Source: an optimization exercise on an open RTL-to-GDS flow (aim: small area, a short achievable clock period and few clock cycles per item). Production flows keep margins and buffers that such runs may drop.
At most, simulation tests tie the RTL to the original design; equivalence was not proved.
Only the layout flow was run in run 6; the RTL was not checked for function there.
No activity file was given, so power comes from the tool's default toggle rates.

**flow/design.v**
```verilog
`timescale 1ns/1ns
`default_nettype none
module frame_memory (
  input  logic                                 clock,
  input  logic                                 wr_valid,
  input  logic [7-1:0]                wr_addr,
  input  logic [6-1:0]               wr_data,
  input  logic [16-1:0]               rd_sel,
  output logic [8*6-1:0]   rd_column
);
  localparam int COL_W = 8 * 6;
  logic [16*COL_W-1:0] storage;
  for (genvar a = 0; a < 16 * 8; a++) begin : g_word
    always_ff @(posedge clock) begin
      if (wr_valid && wr_addr == 7'(a)) begin
        storage[a*6 +: 6] <= wr_data;
      end
    end
  end
  always_comb begin
    rd_column = '0;
    for (int c = 0; c < 16; c++) begin
      rd_column = rd_column | (storage[c*COL_W +: COL_W] & {COL_W{rd_sel[c]}});
    end
  end
endmodule
`default_nettype wire
`timescale 1ns/1ns
`default_nettype none
module pixel_loader (
  input  logic                     clock,
  input  logic                     pix_write,
  input  logic [4-1:0]     pix_col,
  input  logic [3-1:0]     pix_row,
  input  logic [3*8-1:0] pix_rgb,
  output logic                     wr_valid,
  output logic [7-1:0]    wr_addr,
  output logic [6-1:0]   wr_data
);
  logic [8-1:0] grey;
  assign grey = (pix_rgb[23:16] >> 2) + (pix_rgb[15:8] >> 1) + (pix_rgb[7:0] >> 2);
  always_ff @(posedge clock) begin
    wr_valid <= pix_write;
    if (pix_write) begin
      wr_addr <= {pix_col, pix_row};
      wr_data <= grey[8-1:2];
    end
  end
endmodule
`default_nettype wire
`timescale 1ns/1ns
`default_nettype none
module column_fetch (
  input  logic                     clock,
  input  logic                     reset,
  input  logic                     start,
  input  logic                     wr_valid,
  input  logic [4-1:0]     wr_col,
  output logic                     busy,
  output logic [16-1:0]   rd_sel,
  output logic                     first_col,
  output logic                     mask_valid,
  output logic [4-1:0]     mask_col,
  output logic                     done
);
  logic [16:0] sel;
  assign rd_sel    = sel[16-1:0];
  assign first_col = sel[0];
  always_ff @(posedge clock) begin
    if (reset) begin
      busy       <= 1'b0;
      sel        <= (16+1)'(1);
      mask_valid <= 1'b0;
      done       <= 1'b0;
    end else if (!busy) begin
      mask_valid <= 1'b0;
      done       <= 1'b0;
      if (start) begin
        busy <= 1'b1;
        if (!(wr_valid && wr_col == '0)) sel <= sel << 1;
      end
    end else begin
      mask_valid <= !sel[0];
      done       <= sel[16];
      if (sel[16]) begin
        busy <= 1'b0;
        sel  <= (16+1)'(1);
      end else begin
        sel <= sel << 1;
      end
    end
  end
  always_ff @(posedge clock) begin
    for (int b = 0; b < 4; b++) begin
      logic v;
      v = 1'b0;
      for (int k = 1; k <= 16; k++) begin
        if (((k - 1) >> b) & 1) v = v | sel[k];
      end
      mask_col[b] <= v;
    end
  end
endmodule
`default_nettype wire
`timescale 1ns/1ns
`default_nettype none
module blur_mask_stage (
  input  logic                               clock,
  input  logic [8*6-1:0] column,
  input  logic                               first_col,
  output logic [8-1:0]             mask_bits
);
  localparam int SW = 6;
  localparam logic [5:0] SAT = 6'(32 + 1);
  logic [5:0] side_prev [8];
  logic [5:0] part      [8];
  logic [SW-1:0] pix [8+2];
  logic [5:0] side [8];
  logic [6:0] centre [8];
  logic [7:0] part_full [8];
  logic [6:0] total [8];
  always_comb begin
    pix[0] = '0;
    pix[8+1] = '0;
    for (int r = 0; r < 8; r++) pix[r+1] = column[r*SW +: SW];
    for (int r = 0; r < 8; r++) begin
      side[r]   = 6'(pix[r] >> 2) + 6'(pix[r+1] >> 1) + 6'(pix[r+2] >> 2);
      centre[r] = 7'(pix[r] >> 1) + 7'(pix[r+1]) + 7'(pix[r+2] >> 1);
      part_full[r] = 8'(first_col ? 6'd0 : side_prev[r]) + 8'(centre[r]);
      total[r] = 7'(part[r]) + 7'(side[r]);
    end
  end
  always_ff @(posedge clock) begin
    for (int r = 0; r < 8; r++) begin
      side_prev[r] <= side[r];
      part[r]      <= (part_full[r] > 8'(SAT)) ? SAT : part_full[r][5:0];
      mask_bits[r] <= (total[r] > 7'(32));
    end
  end
endmodule
`default_nettype wire
`timescale 1ns/1ns
`default_nettype none
module blur_mask_top (
  input  logic                     clock,
  input  logic                     reset,
  input  logic                     pix_write,
  input  logic [4-1:0]     pix_col,
  input  logic [3-1:0]     pix_row,
  input  logic [3*8-1:0] pix_rgb,
  input  logic                     start,
  output logic                     busy,
  output logic                     mask_valid,
  output logic [4-1:0]     mask_col,
  output logic [8-1:0]   mask_bits,
  output logic                     done
);
  logic                                wr_valid;
  logic [7-1:0]               wr_addr;
  logic [6-1:0]              wr_data;
  logic [16-1:0]              rd_sel;
  logic                                first_col;
  logic [8*6-1:0]  column;
  pixel_loader loader_i (
    .clock     (clock),
    .pix_write (pix_write),
    .pix_col   (pix_col),
    .pix_row   (pix_row),
    .pix_rgb   (pix_rgb),
    .wr_valid  (wr_valid),
    .wr_addr   (wr_addr),
    .wr_data   (wr_data)
  );
  frame_memory memory_i (
    .clock     (clock),
    .wr_valid  (wr_valid),
    .wr_addr   (wr_addr),
    .wr_data   (wr_data),
    .rd_sel    (rd_sel),
    .rd_column (column)
  );
  column_fetch fetch_i (
    .clock      (clock),
    .reset      (reset),
    .start      (start),
    .wr_valid   (wr_valid),
    .wr_col     (wr_addr[7-1:3]),
    .busy       (busy),
    .rd_sel     (rd_sel),
    .first_col  (first_col),
    .mask_valid (mask_valid),
    .mask_col   (mask_col),
    .done       (done)
  );
  blur_mask_stage stage_i (
    .clock     (clock),
    .column    (column),
    .first_col (first_col),
    .mask_bits (mask_bits)
  );
endmodule
`default_nettype wire
```
**flow/run.sh**
```bash
#!/bin/bash
# synth_recipe.tcl (not shown) runs the flow's synth.tcl, then flattens the netlist and writes it again
# the make line also repeats each setting of config.mk as NAME=value (left out here)
make -C /OpenROAD-flow-scripts/flow DESIGN_CONFIG=/design/flow/config.mk WORK_HOME=/design/flow/orfs CLKGATE_MAP_FILE= SYNTH_SCRIPT=/design/flow/synth_recipe.tcl finish
```
**flow/config.mk**
```make
export PLATFORM = sky130hd
export DESIGN_NAME = blur_mask_top
export DESIGN_NICKNAME = blur_mask_top
export VERILOG_FILES = /design/flow/design.v
export SDC_FILE = /design/flow/constraint.sdc
export NUM_CORES = 4
export LEC_CHECK = 0
export CAP_MARGIN = 20
export CORE_MARGIN = 2
export CORE_UTILIZATION = 40
export SLEW_MARGIN = 20
```
**flow/constraint.sdc**
```tcl
create_clock -name core_clock -period 6.0 [get_ports {clock}]
set_input_delay 1.2000 -clock core_clock [delete_from_list [all_inputs] [get_ports {clock}]]
set_output_delay 1.2000 -clock core_clock [all_outputs]
set_load 0.01 [all_outputs]
```
==> results of run 1 <==
==> Yosys cell counts, drive strengths merged, types with 3 or more instances <==
cell | instances | area, sq um
nand3b | 6 | 45.0
ha | 193 | 2410
and4 | 16 | 141
nor3 | 14 | 70.1
and2 | 4 | 25.0
a221o | 8 | 80.1
a221oi | 107 | 950
nor2 | 230 | 913
nor3b | 3 | 22.5
or3 | 4 | 25.0
inv | 145 | 544
fa | 66 | 1320
o211ai | 8 | 60.1
nand3 | 62 | 310
nand4 | 17 | 113
or3b | 3 | 26.3
a21oi | 78 | 402
nand2 | 95 | 357
nand2b | 6 | 37.5
clkbuf | 35 | 133
o21bai | 37 | 278
nor2b | 42 | 263
and3 | 3 | 18.8
a22o | 106 | 932
maj3 | 9 | 92.6
xor2 | 40 | 358
a21o | 59 | 443
edfxtp | 781 | 23500
dfxtp | 129 | 2580
nor4 | 6 | 52.6
a22oi | 172 | 1290
or4 | 10 | 78.8
or2 | 11 | 68.8
xnor2 | 99 | 882
o21ai | 27 | 135
buf | 91 | 562
==> cell usage in the layout, fill, tap and decap left out, drive strengths merged, types with 8 or more instances in the layout <==
cell type / Yosys / final
a21o: 59 / 59
a21oi: 78 / 78
a221o: 8 / 8
a221oi: 107 / 107
a22o: 106 / 106
a22oi: 172 / 172
and4: 16 / 16
buf: 91 / 52
bufinv: 0 / 9
clkbuf: 35 / 116
clkdlybuf4s50: 0 / 44
clkinv: 0 / 37
dfxtp: 129 / 129
edfxtp: 781 / 781
fa: 66 / 66
ha: 193 / 193
inv: 145 / 151
maj3: 9 / 9
nand2: 95 / 95
nand3: 62 / 62
nand4: 17 / 17
nor2: 230 / 230
nor2b: 42 / 42
nor3: 14 / 14
o211ai: 8 / 8
o21ai: 27 / 27
o21bai: 37 / 37
or2: 11 / 11
or4: 10 / 10
xnor2: 99 / 99
xor2: 40 / 40
==> where the power goes <==
part | switching, mW | internal (mW)
registers | 0.153 | 7.52
clock network | 2.52 | 3.33
logic | 3.71 | 2.56
==> cells by family (layout without fill, tap and decap cells) <==
kind of cell | Yosys count | in the layout | share of synthesized area
AND/OR/NAND/NOR | 534 | 534 | 0.0653
XOR/XNOR | 139 | 139 | 0.0313
AO/OA/AOI/OAI | 611 | 611 | 0.118
flip-flops | 910 | 910 | 0.658
buffers and inverters | 271 | 416 | 0.0313
adder cells (fa/ha/maj) | 268 | 268 | 0.0967
==> layout make-up <==
type / instances / area (sq um) / share of cell area
Multi-Input combinational cell: 1552 / 12300 / 0.276
Sequential cell: 910 / 26100 / 0.585
Clock inverter: 59 / 633 / 0.0142
Clock buffer: 116 / 2460 / 0.0552
Tap cell: 1287 / 1610 / 0.0362
Inverter: 145 / 544 / 0.0122
Timing Repair Buffer: 96 / 918 / 0.0206
==> state kept, by name, indices dropped and copies added (netlist names) <==
signal	flops
memory_i.storage	768
stage_i.part	48
stage_i.side_prev	48
fetch_i.sel	17
stage_i.mask_bits	8
loader_i.wr_addr	7
loader_i.wr_data	6
fetch_i.mask_col	4
fetch_i.busy	1
fetch_i.done	1
fetch_i.mask_valid	1
loader_i.wr_valid	1
==> metal layers <==
metal  global-route usage  vias up  share of wire
met5                    0        -        0.00023
met4               0.0645        4          0.027
met1                0.274    12000           0.43
met3               0.0313      185          0.071
li1                     -    10500              -
met2                0.325      956           0.47
==> stage by stage <==
stage	cell area (sq um)	power [mW]	instances
floorplan	39600	12.4	2733
global placement	41400	13.9	3990
detailed placement	41400	14.0	3990
CTS	44500	19.9	4165
global route	44500	21.0	4165
finish	44500	19.8	4165
==> worst register-to-register path: stages (launching register included) <==
cell and delay, ps:
sky130_fd_sc_hd__dfxtp_2 310, sky130_fd_sc_hd__buf_4 220, sky130_fd_sc_hd__a22o_2 290, sky130_fd_sc_hd__a221oi_1 250, sky130_fd_sc_hd__and4_1 400, sky130_fd_sc_hd__inv_1 220, sky130_fd_sc_hd__xnor2_1 290, sky130_fd_sc_hd__xor2_1 130
sky130_fd_sc_hd__fa_1 520, sky130_fd_sc_hd__inv_1 40, sky130_fd_sc_hd__ha_1 210, sky130_fd_sc_hd__fa_1 460, sky130_fd_sc_hd__a21o_1 170, sky130_fd_sc_hd__a21oi_1 190, sky130_fd_sc_hd__or4b_1 460, sky130_fd_sc_hd__a311oi_1 300
sky130_fd_sc_hd__o21ai_1 180, sky130_fd_sc_hd__or2_2 300
==> worst paths after layout <==
kind                          end  slack (ps)
min reg2reg  stage_i.mask_bits[1]         560
min          stage_i.mask_bits[1]         560
max            stage_i.part[6][0]         920
max reg2reg    stage_i.part[6][0]         920
==> reports/results.tsv, run 1 <==
metric	value	unit
Worst path slowest cell	sky130_fd_sc_hd__fa_1	
clock root cell	sky130_fd_sc_hd__clkbuf_16	
# DRC	0	
number of nets still failing antenna checks after routing	0	
cell area after synthesis	39600	sq um
slew margin rel.	0.359	
iteration-0 DRC count of the detailed router	2129	
TritonCTS buffer count	95	
Fill cells	8484	
status	complete, no violations	
instance count on the critical path	17	
Hold Crit Class	register to register	
RSZ-0062 raised after global routing	no	
initial antenna violation count	3	
worst-case vdd ir drop	0.231	mV
crit path launch type	register	
sequential-to-total area share from yosys stat	0.658	
number of maximum-capacitance violations	0	
Slowest Stage Delay on Critical Path	520	ps
total congestion overflow	0	
Min Clock Period, post-route	5080	ps
critical path's top delay family	compound AO/OA/AOI/OAI gates	
data required time of the worst path	6550	ps
last weighted congestion value of the routability-driven placer	0.835	
kind of end point of the critical path	register	
flip-flop and latch count after synthesis	910	
initial standard-cell utilization of the core	0.403	
first-pass GRT wire length	152	mm
Tightest Pin Transition	961	ps
Cell variety after synth	66	
layout overhead on the synthesized area	12.5	%
antenna diode count	0	
worst setup timing slack at the placement stage	944	ps
Clock Tree Buf Depth	3	
total I/O pin count	50	
number of enable-type register cells in the synthesized netlist	781	
Leak	15.5	nW
f_max	0.197	GHz
Worst Hold Path Cells	2	
number of setup violations in the final report	0	
drt first pass iters	5	
final core utilization	0.453	
H-tree levels	3	
clock tree from TritonCTS	built	
final worst-path cycle share	0.847	
startpoint of the worst setup timing path	fetch_i.sel[14]	
clock sink total	910	
share of final-layout standard cells stronger than drive strength 1	0.0862	
net count after synthesis	3027	
Setup WS post-layout	921	ps
fraction of synthesis flops using an asynchronous set or reset pin	0	
die span in x	319	um
Port Buffer Count	44	
cell area power density	444	nW/um^2
pin count of the biggest net entering global routing	85	
via count of the first global-routing pass	24100	
instance count of the mapped netlist	2733	
total vias in the final route	23700	
HPWL after DPL	65.4	mm
via/cell ratio	5.70	
Resized Gates After CTS	0	
GRT Overall Usage	0.199	
cells traversed along the worst timing path	buf_4, a22o_2, a221oi_1, and4_1, inv_1, xnor2_1, xor2_1, fa_1, inv_1, ha_1, fa_1, a21o_1, a21oi_1, or4b_1, a311oi_1, o21ai_1, or2_2	
Main synth FF type	sky130_fd_sc_hd__edfxtp_1	
number of post-CTS setup repair buffers	0	
area of the die	101000	sq um
max-slew violation count	0	
classification of the worst setup path	register to register	
num rows	115	
launch point of the worst reg-to-reg path	fetch_i.sel[14]	
count of final hold-check violations	0	
worst r2r path cells	17	
final-layout setup total negative slack	0	ps
hold_sp	stage_i.part[1][5]	
Post-Synthesis Mean Instance Area	14.5	sq um
standard cell core area	98300	sq um
count of synthesis-stage warnings from yosys	11	
nets	3094	
total wire length after detailed routing	102	mm
Critical Path Fanout Max	19	
floorplan die height	319	um
hold buffer count at cts	0	
Clk pin slew, worst setup/hold paths	60	ps
arrival time at the worst endpoint	5630	ps
clock latency at the later pin of the worst-skew pair	680	ps
Critical path buffers and inverters	3	
final hold slack	564	ps
clock tree skew after final layout	23.4	ps
WL per Instance	24.4	um
==> inputs of run 2 (changes only) <==
--- a/flow/design.v
+++ b/flow/design.v
@@ -63,13 +63,20 @@
   output logic [4-1:0]     mask_col,
   output logic                     done
 );
-  logic [16:0] sel;
-  assign rd_sel    = sel[16-1:0];
-  assign first_col = sel[0];
+  localparam int N = 16;
+  logic [N+1:0] sel;
+  logic held_first;
+  logic held_last;
+  assign rd_sel    = sel[N-1:0];
+  assign first_col = held_first;
+  always_ff @(posedge clock) begin
+    held_first <= sel[0];
+    held_last  <= sel[N];
+  end
   always_ff @(posedge clock) begin
     if (reset) begin
       busy       <= 1'b0;
-      sel        <= (16+1)'(1);
+      sel        <= (N+2)'(1);
       mask_valid <= 1'b0;
       done       <= 1'b0;
     end else if (!busy) begin
@@ -80,25 +87,14 @@
         if (!(wr_valid && wr_col == '0)) sel <= sel << 1;
       end
     end else begin
-      mask_valid <= !sel[0];
-      done       <= sel[16];
-      if (sel[16]) begin
-        busy <= 1'b0;
-        sel  <= (16+1)'(1);
-      end else begin
-        sel <= sel << 1;
-      end
-    end
-  end
-  always_ff @(posedge clock) begin
-    for (int b = 0; b < 4; b++) begin
-      logic v;
-      v = 1'b0;
-      for (int k = 1; k <= 16; k++) begin
-        if (((k - 1) >> b) & 1) v = v | sel[k];
-      end
-      mask_col[b] <= v;
-    end
+      mask_valid <= !held_first;
+      done       <= held_last;
+      if (held_last) busy <= 1'b0;
+      sel <= sel[N+1] ? (N+2)'(1) : sel << 1;
+    end
+  end
+  always_ff @(posedge clock) begin
+    mask_col <= mask_valid ? mask_col + 1'b1 : '0;
   end
 endmodule
 `default_nettype wire
@@ -112,29 +108,31 @@
 );
   localparam int SW = 6;
   localparam logic [5:0] SAT = 6'(32 + 1);
+  logic [5:0] side      [8];
+  logic [1:0] extra     [8];
   logic [5:0] side_prev [8];
-  logic [5:0] part      [8];
-  logic [SW-1:0] pix [8+2];
-  logic [5:0] side [8];
-  logic [6:0] centre [8];
-  logic [7:0] part_full [8];
-  logic [6:0] total [8];
+  logic [5:0] need      [8];
+  logic [SW-1:0] q [8+2];
+  logic [5:0] side_next [8];
+  logic [1:0] extra_next [8];
+  logic [7:0] part [8];
   always_comb begin
-    pix[0] = '0;
-    pix[8+1] = '0;
-    for (int r = 0; r < 8; r++) pix[r+1] = column[r*SW +: SW];
+    q[0] = '0;
+    q[8+1] = '0;
+    for (int r = 0; r < 8; r++) q[r+1] = column[r*SW +: SW];
     for (int r = 0; r < 8; r++) begin
-      side[r]   = 6'(pix[r] >> 2) + 6'(pix[r+1] >> 1) + 6'(pix[r+2] >> 2);
-      centre[r] = 7'(pix[r] >> 1) + 7'(pix[r+1]) + 7'(pix[r+2] >> 1);
-      part_full[r] = 8'(first_col ? 6'd0 : side_prev[r]) + 8'(centre[r]);
-      total[r] = 7'(part[r]) + 7'(side[r]);
+      side_next[r]  = 6'(q[r][5:2]) + 6'({q[r+1][5:2], q[r+1][1]}) + 6'(q[r+2][5:2]);
+      extra_next[r] = 2'(q[r][1]) + 2'(q[r+1][0]) + 2'(q[r+2][1]);
+      part[r] = 8'(first_col ? 6'd0 : side_prev[r]) + 8'({side[r], 1'b0}) + 8'(extra[r]);
     end
   end
   always_ff @(posedge clock) begin
     for (int r = 0; r < 8; r++) begin
+      side[r]      <= side_next[r];
+      extra[r]     <= extra_next[r];
       side_prev[r] <= side[r];
-      part[r]      <= (part_full[r] > 8'(SAT)) ? SAT : part_full[r][5:0];
-      mask_bits[r] <= (total[r] > 7'(32));
+      need[r]      <= (part[r] >= 8'(SAT)) ? 6'd0 : SAT - part[r][5:0];
+      mask_bits[r] <= (side[r] >= need[r]);
     end
   end
 endmodule
--- a/flow/config.mk
+++ b/flow/config.mk
@@ -5,7 +5,9 @@
 export SDC_FILE = /design/flow/constraint.sdc
 export NUM_CORES = 4
 export LEC_CHECK = 0
+export ABC_CLOCK_PERIOD_IN_PS = 2500
 export CAP_MARGIN = 20
 export CORE_MARGIN = 2
 export CORE_UTILIZATION = 40
+export SETUP_SLACK_MARGIN = 3.5
 export SLEW_MARGIN = 20
==> reports/results.tsv, run 2 <==
metric	value	unit
antenna diode count	0	
first-pass GRT wire length	160	mm
Min Clock Period, post-route	3020	ps
worst r2r path cells	11	
max-slew violation count	0	
sequential-to-total area share from yosys stat	0.694	
Clock Tree Buf Depth	3	
last weighted congestion value of the routability-driven placer	0.810	
Reg2Reg Capture Point	stage_i.side[1][2]	
clock sink total	977	
cell area power density	392	nW/um^2
H-tree levels	3	
Worst Hold Path Cells	0	
GRT Overall Usage	0.214	
DP Area	41700	sq um
area of the die	101000	sq um
HPWL after DPL	60.8	mm
via count of the first global-routing pass	24600	
final core utilization	0.498	
status	complete, no violations	
ranking of synthesized cells by area	sky130_fd_sc_hd__edfxtp_1 59%, sky130_fd_sc_hd__dfxtp_1 9.9%, sky130_fd_sc_hd__ha_1 6.3%, sky130_fd_sc_hd__a22oi_1 3.3%, sky130_fd_sc_hd__nor2_1 2.4%	
number of maximum-capacitance violations	0	
top cell types by occurrence after synthesis	781 x sky130_fd_sc_hd__edfxtp_1, 250 x sky130_fd_sc_hd__nor2_1, 199 x sky130_fd_sc_hd__ha_1	
f_max	0.331	GHz
net count after synthesis	2944	
total wire length after detailed routing	111	mm
layout overhead on the synthesized area	23.6	%
dominant cell type by area after synthesis	sky130_fd_sc_hd__edfxtp_1	
Main synth FF type	sky130_fd_sc_hd__edfxtp_1	
Post-Synthesis Mean Instance Area	14.8	sq um
total I/O pin count	50	
arrival time at the worst endpoint	3560	ps
Hold Crit Class	register to register	
initial standard-cell utilization of the core	0.402	
nets	3223	
Clk pin slew, worst setup/hold paths	60	ps
crit path launch type	register	
WL per Instance	25.7	um
worst-case vdd ir drop	0.221	mV
Tightest Pin Transition	1100	ps
kind of end point of the critical path	register	
launch point of the worst reg-to-reg path	fetch_i.sel[15]	
clock tree from TritonCTS	built	
classification of the worst setup path	register to register	
final worst-path cycle share	0.504	
power consumption	19.1	mW
worst setup timing slack at the placement stage	2370	ps
total vias in the final route	24400	
number of nets still failing antenna checks after routing	0	
flip-flop and latch count after synthesis	977	
drt first pass iters	5	
count of synthesis-stage warnings from yosys	12	
commonest cells after routing, fill and taps aside	781 x sky130_fd_sc_hd__edfxtp_1, 205 x sky130_fd_sc_hd__nor2_1, 175 x sky130_fd_sc_hd__dfxtp_1	
# DRC	0	
die span in x	318	um
Leak	17.5	nW
hold_sp	fetch_i.sel[16]	
standard cell core area	98000	sq um
most common cell in the netlist	sky130_fd_sc_hd__edfxtp_1	
final-layout setup total negative slack	0	ps
instance count of the mapped netlist	2669	
commonest non-fill, non-tap cell in the layout	sky130_fd_sc_hd__edfxtp_1	
setup slack, reg-to-reg	2980	ps
Fill cells	7920	
design area	48800	sq um
number of enable-type register cells in the synthesized netlist	781	
initial antenna violation count	1	
num rows	115	
clock tree skew after final layout	39.7	ps
clock latency at the later pin of the worst-skew pair	680	ps
floorplan die height	318	um
pin count of the biggest net entering global routing	98	
area share of the largest cell type after synthesis	0.595	
data required time of the worst path	6540	ps
Most flops, register	memory_i.storage	
Cell variety after synth	59	
TritonCTS buffer count	97	
RSZ-0062 raised after global routing	yes	
iteration-0 DRC count of the detailed router	2533	
share of final-layout standard cells stronger than drive strength 1	0.231	
total congestion overflow	0	
count of final hold-check violations	0	
max reg flops	768	
cell area after synthesis	39400	sq um
Critical Path Fanout Max	8	
via/cell ratio	5.67	
clock root cell	sky130_fd_sc_hd__clkbuf_16	
number of setup violations in the final report	0	
slew margin rel.	0.266	
Port Buffer Count	44	
end of the worst hold path	fetch_i.held_last	
startpoint of the worst setup timing path	fetch_i.sel[15]	
fraction of synthesis flops using an asynchronous set or reset pin	0	
Setup WS post-layout	2980	ps
-- run 2: cell types whose count changed after synthesis, moves of 22 or more --
cell,delta
sky130_fd_sc_hd__dfxtp_1,+67
sky130_fd_sc_hd__nand2_1,-42
sky130_fd_sc_hd__xnor2_1,-41
sky130_fd_sc_hd__nor2_1,+32
sky130_fd_sc_hd__nor2b_1,+26
sky130_fd_sc_hd__fa_1,-25
sky130_fd_sc_hd__nand3_1,+22
-- run 2: kinds of logic after synthesis --
logic type	synth area share
AOI/OAI and AO/OA	0.107
xor gates and xnor gates	0.0207
adders and majority gates	0.0847
buffers and inverters	0.0266
DFF	0.694
and+or+nand+nor	0.0664
-- run 2: per-stage QoR --
| step | std cells | hold slack, ps |
|---|---|---|
| floorplan | 2669 | 350 |
| global placement | 3932 | 357 |
| detailed placement | 3932 | 361 |
| CTS | 4276 | 369 |
| global route | 4313 | 380 |
| finish | 4313 | 373 |
-- run 2: timing repair --
item	in CTS	in global routing
hold endpoints to repair	0	0
pin swaps	147	116
resized for setup	296	135
hold buffers	0	0
endpoints found under the setup margin	154	202
setup buffers	157	34
gates cloned	10	3
-- run 2: report_power, final --
group | switching [mW] | total (mW) | internal (mW)
clock network | 2.59 | 6.17 | 3.58
logic | 2.51 | 4.55 | 2.04
registers | 0.242 | 8.38 | 8.14
-- run 2: layer usage --
metal,global-route usage,up-vias,share of wire
met3,0.0471,266,0.091
met5,0,-,0
li1,-,10700,-
met2,0.353,1143,0.48
met4,0.0903,0,0.042
met1,0.272,12300,0.39
-- run 2: area by class of cell --
type | count | area (sq um) | share of cell area
clock buffer | 117 | 2570 | 0.0528
clock inverter | 60 | 678 | 0.0139
inverter | 146 | 558 | 0.0114
multi-input combinational | 1436 | 12600 | 0.259
sequential | 977 | 27400 | 0.563
tap | 1287 | 1610 | 0.0330
timing repair buffer | 290 | 3260 | 0.0669
-- run 2: worst max-delay path by stage --
stage | endpoint | slack (ps) | cells past startpoint
2_1_floorplan | loader_i.wr_data[4] | 3080 | 7
3_3_place_gp | stage_i.side[2][5] | 2410 | 13
4_1_cts | stage_i.side[1][5] | 3030 | 13
6_report | stage_i.side[1][2] | 2980 | 11
3_5_place_dp | stage_i.side[5][5] | 2370 | 12
5_1_grt | stage_i.need[7][4] | 2920 | 10
-- run 2: worst max-delay path, cell delays in order (launching register included) --
cell	delay [ps]
sky130_fd_sc_hd__dfxtp_4	410
sky130_fd_sc_hd__buf_12	170
sky130_fd_sc_hd__a22o_1	210
sky130_fd_sc_hd__a221oi_2	280
sky130_fd_sc_hd__nand3_1	190
sky130_fd_sc_hd__nor2_4	210
sky130_fd_sc_hd__inv_2	60
sky130_fd_sc_hd__fa_1	600
sky130_fd_sc_hd__ha_4	150
sky130_fd_sc_hd__inv_2	30
sky130_fd_sc_hd__fa_2	510
sky130_fd_sc_hd__inv_1	40
Testbench counts of run 2, summed over its fixed seeds: cycles 7,008, frames 48.
==> inputs of run 3 (changes only) <==
--- a/flow/config.mk
+++ b/flow/config.mk
@@ -5,7 +5,6 @@
 export SDC_FILE = /design/flow/constraint.sdc
 export NUM_CORES = 4
 export LEC_CHECK = 0
-export ABC_CLOCK_PERIOD_IN_PS = 2500
 export CAP_MARGIN = 20
 export CORE_MARGIN = 2
 export CORE_UTILIZATION = 40
==> reports/results.tsv, run 3 <==
metric	value	unit
Main synth FF type	sky130_fd_sc_hd__edfxtp_1	
last weighted congestion value of the routability-driven placer	0.810	
NetSw	5.34	mW
power consumption	19.1	mW
Worst path slowest cell	sky130_fd_sc_hd__fa_1	
dominant cell type by area after synthesis	sky130_fd_sc_hd__edfxtp_1	
Post-Synthesis Mean Instance Area	14.8	sq um
share of final-layout standard cells stronger than drive strength 1	0.231	
clock latency at the later pin of the worst-skew pair	680	ps
data required time of the worst path	6540	ps
initial standard-cell utilization of the core	0.402	
sequential share of power	0.439	
Clk pin slew, worst setup/hold paths	60	ps
Worst Hold Path Cells	0	
total vias in the final route	24400	
number of nets still failing antenna checks after routing	0	
area share of the largest cell type after synthesis	0.595	
total wire length after detailed routing	111	mm
count of final hold-check violations	0	
drt first pass iters	5	
crit path launch type	register	
WL per Instance	25.7	um
number of maximum-capacitance violations	0	
cell area after synthesis	39400	sq um
launch point of the worst reg-to-reg path	fetch_i.sel[15]	
final hold slack	373	ps
total I/O pin count	50	
nets	3223	
number of setup violations in the final report	0	
H-tree levels	3	
standard cell core area	98000	sq um
Cell variety after synth	59	
total congestion overflow	0	
number of enable-type register cells in the synthesized netlist	781	
instance count of the mapped netlist	2669	
classification of the worst setup path	register to register	
top cell types by occurrence after synthesis	781 x sky130_fd_sc_hd__edfxtp_1, 250 x sky130_fd_sc_hd__nor2_1, 199 x sky130_fd_sc_hd__ha_1	
f_max	0.331	GHz
max-slew violation count	0	
cells traversed along the worst timing path	buf_12, a22o_1, a221oi_2, nand3_1, nor2_4, inv_2, fa_1, ha_4, inv_2, fa_2, inv_1	
first-pass GRT wire length	160	mm
flip-flop and latch count after synthesis	977	
status	complete, no violations	
pin count of the biggest net entering global routing	98	
num rows	115	
clock root cell	sky130_fd_sc_hd__clkbuf_16	
final core utilization	0.498	
sequential-to-total area share from yosys stat	0.694	
area of the die	101000	sq um
Leak	17.5	nW
worst-case vdd ir drop	0.221	mV
# DRC	0	
commonest non-fill, non-tap cell in the layout	sky130_fd_sc_hd__edfxtp_1	
TritonCTS buffer count	97	
cell internal power dissipation	13.8	mW
Hold Crit Class	register to register	
switching portion of total power	0.280	
net count after synthesis	2944	
antenna diode count	0	
cell area power density	392	nW/um^2
HPWL after DPL	60.8	mm
layout overhead on the synthesized area	23.6	%
RSZ-0062 raised after global routing	yes	
via/cell ratio	5.67	
Min Clock Period, post-route	3020	ps
Most flops, register	memory_i.storage	
via count of the first global-routing pass	24600	
final-layout setup total negative slack	0	ps
die span in x	318	um
hold_sp	fetch_i.sel[16]	
kind of end point of the critical path	register	
Clock Tree Buf Depth	3	
end of the worst hold path	fetch_i.held_last	
clock tree skew after final layout	39.7	ps
ranking of synthesized cells by area	sky130_fd_sc_hd__edfxtp_1 59%, sky130_fd_sc_hd__dfxtp_1 9.9%, sky130_fd_sc_hd__ha_1 6.3%, sky130_fd_sc_hd__a22oi_1 3.3%, sky130_fd_sc_hd__nor2_1 2.4%	
max reg flops	768	
initial antenna violation count	1	
most common cell in the netlist	sky130_fd_sc_hd__edfxtp_1	
commonest cells after routing, fill and taps aside	781 x sky130_fd_sc_hd__edfxtp_1, 205 x sky130_fd_sc_hd__nor2_1, 175 x sky130_fd_sc_hd__dfxtp_1	
slew margin rel.	0.266	
clock sink total	977	
Critical Path Fanout Max	8	
floorplan die height	318	um
iteration-0 DRC count of the detailed router	2533	
Slowest Stage Delay on Critical Path	600	ps
setup slack, reg-to-reg	2980	ps
GRT Overall Usage	0.214	
fraction of synthesis flops using an asynchronous set or reset pin	0	
most used cell along the critical path	sky130_fd_sc_hd__inv_2	
logic gate share of total power	0.238	
worst r2r path cells	11	
Tightest Pin Transition	1100	ps
count of synthesis-stage warnings from yosys	12	
clock tree from TritonCTS	built	
final worst-path cycle share	0.504	
clock network power share	0.323	
Reg2Reg Capture Point	stage_i.side[1][2]	
Port Buffer Count	44	
arrival time at the worst endpoint	3560	ps
[run 3: through the flow]
stage	cells	cell area (sq um)	worst slack, ps
4_1_cts	4276	47900	3030
3_5_place_dp	3932	41700	2370
6_report	4313	48800	2980
2_1_floorplan	2669	40300	3080
3_3_place_gp	3932	41700	2410
5_1_grt	4313	48800	2920
[run 3: cell families after synthesis]
| logic type | count (synthesis) | share of synthesized area |
|---|---|---|
| buffers and inverters | 256 | 0.0266 |
| adders and majority gates | 243 | 0.0847 |
| DFF | 977 | 0.694 |
| xor gates and xnor gates | 93 | 0.0207 |
| and+or+nand+nor | 549 | 0.0664 |
| AOI/OAI and AO/OA | 551 | 0.107 |
[run 3: layout make-up]
type	count	area (sq um)
clock buffer	117	2570
clock inverter	60	678
fill	7920	49200
inverter	146	558
multi-input combinational	1436	12600
sequential	977	27400
tap	1287	1610
timing repair buffer	290	3260
[run 3: timing repair]
item,in CTS,in global routing
setup endpoints to repair,154,202
cloned,10,3
setup buffers,157,34
gates resized for setup,296,135
pin swaps,147,116
hold buffers,0,0
[run 3: worst max path at each step]
stage	to	startpoint	cells past startpoint
floorplan	loader_i.wr_data[4]	pix_rgb[20]	7
global route	stage_i.need[7][4]	fetch_i.held_first	10
detailed placement	stage_i.side[5][5]	fetch_i.sel[15]	12
finish	stage_i.side[1][2]	fetch_i.sel[15]	11
global placement	stage_i.side[2][5]	fetch_i.sel[15]	13
CTS	stage_i.side[1][5]	fetch_i.sel[0]	13
[run 3: power groups by stage]
| stage | Sequential [mW] | Combinational (mW) | Clock [mW] |
|---|---|---|---|
| 5_1_grt | 8.43 | 5.10 | 6.52 |
| 6_report | 8.38 | 4.55 | 6.17 |
| 2_1_floorplan | 8.65 | 2.69 | 0 |
| 4_1_cts | 8.39 | 4.30 | 6.25 |
| 3_5_place_dp | 8.55 | 3.78 | 0 |
| 3_3_place_gp | 8.54 | 3.66 | 0 |
[run 3: layer usage]
metal | vias up | routed length [um] | track usage
li1 | 10700 | - | -
met1 | 12300 | 43100 | 0.272
met2 | 1143 | 52800 | 0.353
met3 | 266 | 10100 | 0.0471
met4 | 0 | 4660 | 0.0903
met5 | - | 0 | 0
[run 3: worst max-delay path: cells and delay by family (launching register included)]
| family | cells | cell delay [ps] |
|---|---|---|
| AO/OA/AOI/OAI | 2 | 490 |
| adder cells (fa/ha/maj) | 3 | 1260 |
| buffers and inverters | 4 | 300 |
| flip-flops | 1 | 410 |
| AND/OR/NAND/NOR | 2 | 400 |
==> inputs of run 4 (changes only) <==
--- a/flow/config.mk
+++ b/flow/config.mk
@@ -7,6 +7,6 @@
 export LEC_CHECK = 0
 export CAP_MARGIN = 20
 export CORE_MARGIN = 2
-export CORE_UTILIZATION = 40
+export CORE_UTILIZATION = 60
 export SETUP_SLACK_MARGIN = 3.5
 export SLEW_MARGIN = 20
==> reports/results.tsv, run 4 <==
metric	value	unit
Port Buffer Count	44	
final hold slack	380	ps
classification of the worst setup path	register to register	
clock tree from TritonCTS	built	
launch point of the worst reg-to-reg path	fetch_i.sel[4]	
most common cell in the netlist	sky130_fd_sc_hd__edfxtp_1	
dominant cell type by area after synthesis	sky130_fd_sc_hd__edfxtp_1	
via count of the first global-routing pass	24200	
number of enable-type register cells in the synthesized netlist	781	
Tightest Pin Transition	1150	ps
most used cell along the critical path	sky130_fd_sc_hd__a21o_1	
area of the multi-input gates	12800	sq um
area of all sequential standard cells	27400	sq um
sequential-to-total area share from yosys stat	0.694	
area of the die	67800	sq um
fraction of synthesis flops using an asynchronous set or reset pin	0	
status	complete, no violations	
drt first pass iters	5	
first-pass GRT wire length	157	mm
hold_sp	stage_i.side[4][1]	
final-layout setup total negative slack	0	ps
Critical Path Fanout Max	5	
HPWL after DPL	59.0	mm
standard cell core area	64700	sq um
Clk pin slew, worst setup/hold paths	60	ps
num rows	93	
final core utilization	0.747	
GRT Overall Usage	0.319	
Fill cells	4016	
Clock Tree Buf Depth	3	
antenna diode count	0	
nets	3236	
commonest cells after routing, fill and taps aside	781 x sky130_fd_sc_hd__edfxtp_1, 203 x sky130_fd_sc_hd__nor2_1, 177 x sky130_fd_sc_hd__dfxtp_1	
number of nets still failing antenna checks after routing	0	
Min Clock Period, post-route	3030	ps
Worst Hold Path Cells	0	
share of final-layout standard cells stronger than drive strength 1	0.237	
ranking of synthesized cells by area	sky130_fd_sc_hd__edfxtp_1 59%, sky130_fd_sc_hd__dfxtp_1 9.9%, sky130_fd_sc_hd__ha_1 6.3%, sky130_fd_sc_hd__a22oi_1 3.3%, sky130_fd_sc_hd__nor2_1 2.4%	
count of final hold-check violations	0	
commonest non-fill, non-tap cell in the layout	sky130_fd_sc_hd__edfxtp_1	
count of synthesis-stage warnings from yosys	12	
WL per Instance	27.9	um
via/cell ratio	6.37	
Post-Synthesis Mean Instance Area	14.8	sq um
cell area after synthesis	39400	sq um
floorplan die height	260	um
clock latency at the later pin of the worst-skew pair	670	ps
setup slack, reg-to-reg	2970	ps
flip-flop and latch count after synthesis	977	
Leak	17.6	nW
clock tree skew after final layout	35.8	ps
Worst path slowest cell	sky130_fd_sc_hd__dfxtp_4	
kind of end point of the critical path	register	
instance count of the mapped netlist	2669	
top cell types by occurrence after synthesis	781 x sky130_fd_sc_hd__edfxtp_1, 250 x sky130_fd_sc_hd__nor2_1, 199 x sky130_fd_sc_hd__ha_1	
RSZ-0062 raised after global routing	yes	
number of maximum-capacitance violations	0	
total wire length after detailed routing	109	mm
layout overhead on the synthesized area	22.5	%
f_max	0.330	GHz
Main synth FF type	sky130_fd_sc_hd__edfxtp_1	
max reg flops	768	
cell area power density	387	nW/um^2
crit path launch type	register	
die span in x	260	um
initial standard-cell utilization of the core	0.610	
Hold Crit Class	register to register	
total I/O pin count	50	
Slowest Stage Delay on Critical Path	420	ps
arrival time at the worst endpoint	3570	ps
Reg2Reg Capture Point	stage_i.side[4][5]	
number of setup violations in the final report	0	
final worst-path cycle share	0.506	
Most flops, register	memory_i.storage	
total vias in the final route	24800	
total congestion overflow	0	
net count after synthesis	2944	
data required time of the worst path	6530	ps
last weighted congestion value of the routability-driven placer	0.814	
pin count of the biggest net entering global routing	99	
TritonCTS buffer count	95	
max-slew violation count	0	
Placed Cells incl. Taps	3495	
# DRC	0	
iteration-0 DRC count of the detailed router	3001	
Cell Count, Final, Fillers Out	3889	
Cell variety after synth	59	
slew margin rel.	0.234	
area share of the largest cell type after synthesis	0.595	
cells traversed along the worst timing path	buf_12, a22o_1, a221oi_2, nand3_1, nor2_4, xor2_1, ha_2, ha_4, fa_2, a21o_1, a21o_1	
worst r2r path cells	11	
end of the worst hold path	stage_i.side_prev[4][1]	
worst-case vdd ir drop	0.259	mV
clock sink total	977	
H-tree levels	3	
clock root cell	sky130_fd_sc_hd__clkbuf_16	
initial antenna violation count	0	
==> run 4: kinds of logic (layout without fill, tap and decap cells) <==
kind of cell / count (synthesis) / in the layout / synth area share
buffers and inverters: 256 / 621 / 0.0266
AOI/OAI and AO/OA: 551 / 551 / 0.107
DFF: 977 / 977 / 0.694
adders and majority gates: 243 / 243 / 0.0847
xor gates and xnor gates: 93 / 93 / 0.0207
and+or+nand+nor: 549 / 549 / 0.0664
==> run 4: layout make-up <==
type	instances	share of cell area
Timing Repair Buffer	305	0.0714
Inverter	146	0.0116
Tap cell	855	0.0221
Clock buffer	124	0.0523
Clock inverter	46	0.00891
Multi-Input combinational cell	1436	0.265
Sequential cell	977	0.568
==> run 4: worst max-delay path: cells and delay by family, from the launching register on <==
family / cells / cell delay [ps]
simple gates: 2 / 440
fa+ha+maj: 3 / 840
flops: 1 / 420
compound gates: 4 / 860
xor+xnor: 1 / 180
buf+inv: 1 / 150
==> run 4: power by group <==
part / internal [mW] / switching [mW] / total, mW / leakage [nW]
combinational: 2.06 / 2.53 / 4.59 / 7.46
sequential: 8.14 / 0.253 / 8.39 / 8.68
clock: 3.20 / 2.54 / 5.74 / 1.45
==> run 4: metal layers <==
layer | routed length [um] | vias up | global-route usage
li1 | - | 10800 | -
met1 | 41600 | 12400 | 0.440
met2 | 50900 | 1356 | 0.506
met3 | 11500 | 282 | 0.0640
met4 | 4560 | 0 | 0.125
met5 | 0 | - | 0
==> run 4: worst max path at each step <==
stage                       start  cells after the start                  end
2_1_floorplan         pix_rgb[20]                      7  loader_i.wr_data[4]
3_3_place_gp       fetch_i.sel[2]                     12   stage_i.side[5][5]
3_5_place_dp       fetch_i.sel[2]                     12   stage_i.side[5][5]
4_1_cts        fetch_i.held_first                     10   stage_i.need[7][1]
5_1_grt           fetch_i.sel[13]                     13   stage_i.side[2][5]
6_report           fetch_i.sel[4]                     11   stage_i.side[4][5]
==> run 4: what timing repair did <==
item	4_1_cts	5_1_grt
setup buffers	165	44
endpoints found under the hold margin	0	0
cloned	12	1
hold buffers	0	0
setup endpoints to repair	201	181
pin swaps	132	99
gates resized for setup	296	151
==> run 4: per-stage QoR <==
stage	power, mW	cell area [sq um]	setup slack, ps
2_1_floorplan	11.3	40300	3080
3_3_place_gp	12.2	41100	2260
3_5_place_dp	12.3	41100	2270
4_1_cts	18.4	47100	3080
5_1_grt	19.6	48300	2920
6_report	18.7	48300	2970
==> inputs of run 5 (changes only) <==
--- a/flow/config.mk
+++ b/flow/config.mk
@@ -7,6 +7,5 @@
 export LEC_CHECK = 0
 export CAP_MARGIN = 20
 export CORE_MARGIN = 2
-export CORE_UTILIZATION = 60
-export SETUP_SLACK_MARGIN = 3.5
+export CORE_UTILIZATION = 40
 export SLEW_MARGIN = 20
==> reports/results.tsv, run 5 <==
metric	value	unit
via count of the first global-routing pass	23300	
slew margin rel.	0.265	
worst-case vdd ir drop	0.196	mV
Cell variety after synth	59	
initial standard-cell utilization of the core	0.402	
Worst path slowest cell	sky130_fd_sc_hd__nor2_1	
cells traversed along the worst timing path	buf_4, a22o_1, a221oi_1, nand3_1, nor2_1, xor2_1, ha_1, or2_2, ha_1, a21o_1, a21oi_1, xnor2_1	
max-slew violation count	0	
final-layout setup total negative slack	0	ps
total wire length after detailed routing	96.5	mm
ranking of synthesized cells by area	sky130_fd_sc_hd__edfxtp_1 59%, sky130_fd_sc_hd__dfxtp_1 9.9%, sky130_fd_sc_hd__ha_1 6.3%, sky130_fd_sc_hd__a22oi_1 3.3%, sky130_fd_sc_hd__nor2_1 2.4%	
flip-flop and latch count after synthesis	977	
clock root cell	sky130_fd_sc_hd__clkbuf_16	
clock sink total	977	
arrival time at the worst endpoint	4490	ps
pin count of the biggest net entering global routing	109	
met2 track utilization from global routing	0.316	
instance count of the mapped netlist	2669	
layout overhead on the synthesized area	13.2	%
first-pass GRT wire length	145	mm
most utilized layer in the global route result	met2	
commonest non-fill, non-tap cell in the layout	sky130_fd_sc_hd__edfxtp_1	
total vias in the final route	23000	
Critical Path Fanout Max	26	
Post-Synthesis Mean Instance Area	14.8	sq um
count of synthesis-stage warnings from yosys	12	
clock tree from TritonCTS	built	
fraction of synthesis flops using an asynchronous set or reset pin	0	
WL per Instance	23.4	um
number of post-CTS setup repair buffers	0	
share of final-layout standard cells stronger than drive strength 1	0.0844	
standard cell core area	98000	sq um
cell area after synthesis	39400	sq um
area of the die	101000	sq um
via/cell ratio	5.59	
net count after synthesis	2944	
die span in x	318	um
sequential-to-total area share from yosys stat	0.694	
initial antenna violation count	1	
Leak	15.8	nW
commonest cells after routing, fill and taps aside	781 x sky130_fd_sc_hd__edfxtp_1, 250 x sky130_fd_sc_hd__nor2_1, 199 x sky130_fd_sc_hd__ha_1	
number of setup violations in the final report	0	
Min Clock Period, post-route	3900	ps
GR Util met1	0.252	
GRT Overall Usage	0.190	
area share of the largest cell type after synthesis	0.595	
antenna diode count	0	
num rows	115	
status	complete, no violations	
Clock Tree Buf Depth	3	
data required time of the worst path	6600	ps
final worst-path cycle share	0.649	
number of nets still failing antenna checks after routing	0	
classification of the worst setup path	register to register	
Global Route met3 Usage	0.0354	
kind of end point of the critical path	register	
f_max	0.257	GHz
most used cell along the critical path	sky130_fd_sc_hd__ha_1	
Tightest Pin Transition	1100	ps
hold buffer count at cts	0	
clock latency at the later pin of the worst-skew pair	680	ps
clock tree skew after final layout	26.6	ps
total I/O pin count	50	
Port Buffer Count	44	
nets	3024	
number of enable-type register cells in the synthesized netlist	781	
RSZ-0062 raised after global routing	no	
design area	44600	sq um
H-tree levels	3	
iteration-0 DRC count of the detailed router	2012	
Slowest Stage Delay on Critical Path	680	ps
Hold Crit Class	register to register	
HPWL after DPL	61.0	mm
drt first pass iters	6	
top cell types by occurrence after synthesis	781 x sky130_fd_sc_hd__edfxtp_1, 250 x sky130_fd_sc_hd__nor2_1, 199 x sky130_fd_sc_hd__ha_1	
last weighted congestion value of the routability-driven placer	0.817	
crit path launch type	register	
cell area power density	405	nW/um^2
power consumption	18.1	mW
# DRC	0	
dominant cell type by area after synthesis	sky130_fd_sc_hd__edfxtp_1	
number of maximum-capacitance violations	0	
Resized Gates After CTS	0	
DP Area	41400	sq um
floorplan die height	318	um
TritonCTS buffer count	98	
total congestion overflow	0	
Cell Count, Final, Fillers Out	4119	
max reg flops	768	
most common cell in the netlist	sky130_fd_sc_hd__edfxtp_1	
Most flops, register	memory_i.storage	
Main synth FF type	sky130_fd_sc_hd__edfxtp_1	
Clk pin slew, worst setup/hold paths	60	ps
count of final hold-check violations	0	
Fill cells	8372	
Placed Cells incl. Taps	3935	
-- run 5: worst paths after layout --
| kind | start | endpoint | slack (ps) | cells after the start |
|---|---|---|---|---|
| min | fetch_i.sel[16] | fetch_i.held_last | 370 | 0 |
| max reg2reg | fetch_i.sel[4] | stage_i.side[6][4] | 2100 | 12 |
| max | fetch_i.sel[4] | stage_i.side[6][4] | 2100 | 12 |
| min reg2reg | fetch_i.sel[16] | fetch_i.held_last | 370 | 0 |
-- run 5: cell families (layout without fill, tap and decap cells) --
| logic type | count (synthesis) | after routing | share of synthesized area |
|---|---|---|---|
| AOI/OAI and AO/OA | 551 | 551 | 0.107 |
| xor gates and xnor gates | 93 | 93 | 0.0207 |
| adders and majority gates | 243 | 243 | 0.0847 |
| buffers and inverters | 256 | 419 | 0.0266 |
| DFF | 977 | 977 | 0.694 |
| and+or+nand+nor | 549 | 549 | 0.0664 |
-- run 5: metrics by stage --
stage | util | setup slack, ps | hold WS (ps)
floorplan | - | 2680 | 350
global placement | 0.422 | 2170 | 360
detailed placement | 0.422 | 2170 | 361
CTS | 0.455 | 2140 | 370
global route | 0.455 | 1930 | 384
finish | 0.455 | 2100 | 368
-- run 5: layer usage --
| metal | wire (um) | share of wire |
|---|---|---|
| met1 | 39400 | 0.41 |
| met2 | 46600 | 0.48 |
| met3 | 8160 | 0.085 |
| met4 | 2310 | 0.024 |
| met5 | 0 | 0 |
-- run 5: final cells by class --
| type | instances | area [sq um] | share of cell area |
|---|---|---|---|
| clock buffer | 118 | 2680 | 0.0600 |
| sequential | 977 | 27400 | 0.614 |
| tap | 1287 | 1610 | 0.0361 |
| timing repair buffer | 90 | 806 | 0.0181 |
| inverter | 146 | 548 | 0.0123 |
| multi-input combinational | 1436 | 11000 | 0.247 |
| clock inverter | 65 | 573 | 0.0128 |
-- run 5: critical path, delay by kind of cell (launching register included) --
| family | cells | cell delay (ps) |
|---|---|---|
| AO/OA/AOI/OAI | 4 | 960 |
| XOR/XNOR | 2 | 280 |
| adder cells (fa/ha/maj) | 2 | 530 |
| buffers and inverters | 1 | 360 |
| flip-flops | 1 | 580 |
| AND/OR/NAND/NOR | 3 | 1100 |
-- run 5: where the power goes --
group	internal [mW]	switching, mW	leakage, nW
sequential	8.14	0.256	8.67
combinational	1.48	2.10	5.56
clock	3.46	2.63	1.61
total	13.1	4.99	15.8
==> inputs of run 6 (changes only) <==
--- a/flow/design.v
+++ b/flow/design.v
@@ -64,19 +64,38 @@
   output logic                     done
 );
   localparam int N = 16;
-  logic [N+1:0] sel;
+  logic [N+2:0] sel;
+  logic first_d;
   logic held_first;
+  logic last_d;
   logic held_last;
+  logic due;
+  logic due_d;
+  logic held_due;
+  assign due = busy && |sel[N:1];
   assign rd_sel    = sel[N-1:0];
   assign first_col = held_first;
   always_ff @(posedge clock) begin
-    held_first <= sel[0];
-    held_last  <= sel[N];
+    if (reset) begin
+      first_d    <= 1'b1;
+      held_first <= 1'b1;
+      last_d     <= 1'b0;
+      held_last  <= 1'b0;
+      due_d      <= 1'b0;
+      held_due   <= 1'b0;
+    end else begin
+      due_d      <= due;
+      held_due   <= due_d;
+      first_d    <= sel[0];
+      held_first <= first_d;
+      last_d     <= sel[N];
+      held_last  <= last_d;
+    end
   end
   always_ff @(posedge clock) begin
     if (reset) begin
       busy       <= 1'b0;
-      sel        <= (N+2)'(1);
+      sel        <= (N+3)'(1);
       mask_valid <= 1'b0;
       done       <= 1'b0;
     end else if (!busy) begin
@@ -87,10 +106,10 @@
         if (!(wr_valid && wr_col == '0)) sel <= sel << 1;
       end
     end else begin
-      mask_valid <= !held_first;
-      done       <= held_last;
-      if (held_last) busy <= 1'b0;
-      sel <= sel[N+1] ? (N+2)'(1) : sel << 1;
+      mask_valid <= held_due;
+      done       <= held_due && held_last;
+      if (held_due && held_last) busy <= 1'b0;
+      sel <= sel[N+2] ? (N+3)'(1) : sel << 1;
     end
   end
   always_ff @(posedge clock) begin
@@ -108,28 +127,30 @@
 );
   localparam int SW = 6;
   localparam logic [5:0] SAT = 6'(32 + 1);
+  logic [8*SW-1:0] column_q;
   logic [5:0] side      [8];
-  logic [1:0] extra     [8];
+  logic [6:0] centre    [8];
   logic [5:0] side_prev [8];
   logic [5:0] need      [8];
   logic [SW-1:0] q [8+2];
   logic [5:0] side_next [8];
-  logic [1:0] extra_next [8];
+  logic [6:0] centre_next [8];
   logic [7:0] part [8];
   always_comb begin
     q[0] = '0;
     q[8+1] = '0;
-    for (int r = 0; r < 8; r++) q[r+1] = column[r*SW +: SW];
+    for (int r = 0; r < 8; r++) q[r+1] = column_q[r*SW +: SW];
     for (int r = 0; r < 8; r++) begin
-      side_next[r]  = 6'(q[r][5:2]) + 6'({q[r+1][5:2], q[r+1][1]}) + 6'(q[r+2][5:2]);
-      extra_next[r] = 2'(q[r][1]) + 2'(q[r+1][0]) + 2'(q[r+2][1]);
-      part[r] = 8'(first_col ? 6'd0 : side_prev[r]) + 8'({side[r], 1'b0}) + 8'(extra[r]);
-    end
-  end
-  always_ff @(posedge clock) begin
+      side_next[r]   = 6'(q[r] >> 2) + 6'(q[r+1] >> 1) + 6'(q[r+2] >> 2);
+      centre_next[r] = 7'(q[r] >> 1) + 7'(q[r+1]) + 7'(q[r+2] >> 1);
+      part[r] = 8'(first_col ? 6'd0 : side_prev[r]) + 8'(centre[r]);
+    end
+  end
+  always_ff @(posedge clock) begin
+    column_q <= column;
     for (int r = 0; r < 8; r++) begin
       side[r]      <= side_next[r];
-      extra[r]     <= extra_next[r];
+      centre[r]    <= centre_next[r];
       side_prev[r] <= side[r];
       need[r]      <= (part[r] >= 8'(SAT)) ? 6'd0 : SAT - part[r][5:0];
       mask_bits[r] <= (side[r] >= need[r]);
--- a/flow/config.mk
+++ b/flow/config.mk
@@ -8,4 +8,5 @@
 export CAP_MARGIN = 20
 export CORE_MARGIN = 2
 export CORE_UTILIZATION = 40
+export SETUP_SLACK_MARGIN = 3.5
 export SLEW_MARGIN = 20
==> reports/results.tsv, run 6 <==
metric	value	unit
post-synthesis mux area share	0.00191	
cell internal power dissipation	14.5	mW
initial standard-cell utilization of the core	0.405	
total I/O pin count	50	
GRT Overall Usage	0.183	
iteration-0 DRC count of the detailed router	2312	
arrival time at the worst endpoint	3160	ps
share of final-layout standard cells stronger than drive strength 1	0.161	
number of enable-type register cells in the synthesized netlist	781	
die span in x	328	um
final worst-path cycle share	0.432	
total vias in the final route	24300	
count of synthesis-stage warnings from yosys	12	
WL per Instance	22.9	um
Adder-Cell Fraction of Synth Area	0.0736	
sequential share of power	0.467	
worst-case vdd ir drop	0.204	mV
Leak	17.2	nW
Min Clock Period, post-route	2590	ps
net count after synthesis	3068	
clock tree skew after final layout	24.0	ps
HPWL after DPL	61.0	mm
cell area power density	403	nW/um^2
max reg flops	768	
count of final hold-check violations	0	
kind of end point of the critical path	register	
clock sink total	1070	
first-pass GRT wire length	150	mm
top cell types by occurrence after synthesis	781 x sky130_fd_sc_hd__edfxtp_1, 289 x sky130_fd_sc_hd__dfxtp_1, 196 x sky130_fd_sc_hd__a221oi_1	
f_max	0.386	GHz
pin count of the biggest net entering global routing	89	
H-tree levels	3	
Worst path slowest cell	sky130_fd_sc_hd__or3_1	
largest registers in the final layout	memory_i.storage x768, stage_i.centre x56	
Setup WS post-layout	3410	ps
number of maximum-capacitance violations	0	
final hold slack	361	ps
DP Area	44000	sq um
# DRC	0	
Port Buffer Count	44	
dominant cell type by area after synthesis	sky130_fd_sc_hd__edfxtp_1	
Clock Tree Buf Depth	3	
initial antenna violation count	0	
Tightest Pin Transition	1020	ps
num rows	118	
standard cell core area	104000	sq um
flip-flop and latch count after synthesis	1070	
last weighted congestion value of the routability-driven placer	0.811	
instance count of the mapped netlist	2822	
commonest cells after routing, fill and taps aside	781 x sky130_fd_sc_hd__edfxtp_1, 266 x sky130_fd_sc_hd__dfxtp_1, 195 x sky130_fd_sc_hd__a221oi_1	
TritonCTS buffer count	104	
Most flops, register	memory_i.storage	
Fill cells	8744	
Clk pin slew, worst setup/hold paths	60	ps
post-synthesis compound-gate area fraction	0.115	
via/cell ratio	5.51	
worst setup timing slack at the placement stage	2530	ps
max-slew violation count	0	
clock tree from TritonCTS	built	
main combinational cell family by area after synthesis	compound AO/OA/AOI/OAI gates	
area share of the largest cell type after synthesis	0.559	
fraction of synthesis flops using an asynchronous set or reset pin	0	
sequential-to-total area share from yosys stat	0.696	
switching portion of total power	0.266	
Cell variety after synth	54	
classification of the worst setup path	register to register	
floorplan die height	328	um
layout overhead on the synthesized area	16.8	%
cells traversed along the worst timing path	buf_12, buf_16, nor2b_4, ha_4, inv_2, fa_2, nand2b_4, a21oi_4, buf_4, xnor2_1, or3_1, a211oi_2	
NetSw	5.25	mW
status	complete, no violations	
most common cell in the netlist	sky130_fd_sc_hd__edfxtp_1	
ranking of synthesized cells by area	sky130_fd_sc_hd__edfxtp_1 56%, sky130_fd_sc_hd__dfxtp_1 14%, sky130_fd_sc_hd__ha_1 4.5%, sky130_fd_sc_hd__a221oi_1 4.1%, sky130_fd_sc_hd__a22o_1 4.0%	
RSZ-0062 raised after global routing	yes	
Slowest Stage Delay on Critical Path	400	ps
logic gate share of total power	0.189	
clock network power share	0.344	
area of the die	108000	sq um
number of nets still failing antenna checks after routing	0	
clock root cell	sky130_fd_sc_hd__clkbuf_16	
critical path's top delay family	simple AND/OR/NAND/NOR gates	
clock latency at the later pin of the worst-skew pair	680	ps
final-layout setup total negative slack	0	ps
number of setup violations in the final report	0	
xor/xnor share of the synthesized area	0.0177	
simple-gate share of the synthesized area	0.0662	
commonest non-fill, non-tap cell in the layout	sky130_fd_sc_hd__edfxtp_1	
cell area after synthesis	42000	sq um
slew margin rel.	0.319	
Hold Crit Class	register to register	
nets	3180	
Post-Synthesis Mean Instance Area	14.9	sq um
power consumption	19.8	mW
Critical path buffers and inverters	4	
drt first pass iters	5	
area of the multi-input gates	12500	sq um
total congestion overflow	0	
Critical Path Fanout Max	7	
crit path launch type	register	
design area	49000	sq um
via count of the first global-routing pass	24600	
area of all sequential standard cells	29300	sq um
data required time of the worst path	6570	ps
total wire length after detailed routing	101	mm
Main synth FF type	sky130_fd_sc_hd__edfxtp_1	
run 6: cell types whose count changed after synthesis, sizes merged, moves of 48 or more:
| cell | before | now |
|---|---|---|
| nor2 | 253 | 164 |
| a22o | 104 | 192 |
| clkbuf | 32 | 104 |
| nand3 | 84 | 36 |
| a221oi | 104 | 196 |
| ha | 199 | 151 |
| dfxtp | 196 | 289 |
| a22oi | 176 | 0 |
| buf | 78 | 18 |
run 6: path summary, 6_finish.rpt:
check	from	endpoint	slack, ps	cells after the start
setup / recovery	fetch_i.held_first	stage_i.need[7][4]	3410	12
hold / removal	stage_i.side[0][5]	stage_i.side_prev[0][5]	360	0
setup reg to reg	fetch_i.held_first	stage_i.need[7][4]	3410	12
hold reg to reg	stage_i.side[0][5]	stage_i.side_prev[0][5]	360	0
run 6: logic make-up after synthesis:
kind of cell / Yosys count
DFF: 1070
AOI/OAI and AO/OA: 604
and+or+nand+nor: 534
buffers and inverters: 310
adders and majority gates: 211
xor gates and xnor gates: 85
muxes: 8
run 6: area by class of cell:
class	count	area share
Sequential cell	1070	0.597
Multi-Input combinational cell	1442	0.255
Clock buffer	126	0.0597
Tap cell	1380	0.0352
Timing Repair Buffer	128	0.0239
Inverter	188	0.0144
Clock inverter	70	0.0143
Antenna cell	1	0.0000510
run 6: per-stage QoR:
| step | cells | utilization |
|---|---|---|
| 2_1_floorplan | 2822 | - |
| 3_3_place_gp | 4159 | 0.424 |
| 3_5_place_dp | 4159 | 0.424 |
| 4_1_cts | 4380 | 0.465 |
| 5_1_grt | 4404 | 0.472 |
| 6_report | 4405 | 0.472 |
run 6: repair_timing:
item | CTS | global route
gates cloned | 3 | 1
endpoints found under the setup margin | 262 | 120
resized for setup | 141 | 138
pin swaps | 44 | 82
hold buffers | 0 | 0
buffers inserted | 22 | 23
run 6: per-layer routing:
layer	routed length, um	part of all wire	global-route usage
met1	42700	0.42	0.250
met2	48000	0.48	0.298
met3	8000	0.079	0.0362
met4	2070	0.021	0.0496
met5	0	0	0
run 6: power by group through the flow:
stage / clock, mW / sequential [mW] / combinational, mW
6_report: 6.79 / 9.23 / 3.73
5_1_grt: 7.16 / 9.29 / 4.15
4_1_cts: 6.89 / 9.22 / 3.39
3_5_place_dp: 0 / 9.37 / 3.20
3_3_place_gp: 0 / 9.35 / 3.05
2_1_floorplan: 0 / 9.44 / 2.12

## re-timing with driven ports
The flow's constraints put no driver on any port. The routed layouts listed below were extracted and timed again, unchanged, in two steps.
Step 1 assumes that a clkbuf_16 drives the clock port and a buf_2 every other input.
Step 2 adds t to the input delays and takes it off the output delays; t is the mean of the earliest and latest rising clock arrival at the registers after step 1. Input paths then give back, and output paths get back, about the clock's delay inside the block.
Slacks: no drivers / after step 1 / after step 2; pairs: no drivers / after step 1.
run | t, ns | slack for setup (ns) | hold slack, ns | worst setup path at the end | worst data-port slew with drivers (ns)
run 1 | 0.739 | 0.921 / 0.921 / 0.921 | 0.564 / 0.564 / 0.564 | register to register | 0.04
run 2 | 0.724 | 2.979 / 2.979 / 2.849 | 0.373 / 0.373 / 0.373 | input to register | 0.10
run 3 | 0.724 | 2.979 / 2.979 / 2.849 | 0.373 / 0.373 / 0.373 | input to register | 0.10
run 4 | 0.716 | 2.966 / 2.966 / 2.851 | 0.380 / 0.380 / 0.380 | input to register | 0.04
run 5 | 0.734 | 2.103 / 2.103 / 2.103 | 0.368 / 0.368 / 0.368 | register to register | 0.06
run 6 | 0.731 | 3.410 / 3.410 / 2.856 | 0.361 / 0.361 / 0.361 | input to register | 0.09
After both steps every run listed still meets setup and hold. For run 6, which loses most, drivers alone change the setup slack by 0.000 ns; drivers and shift together by -0.554 ns.
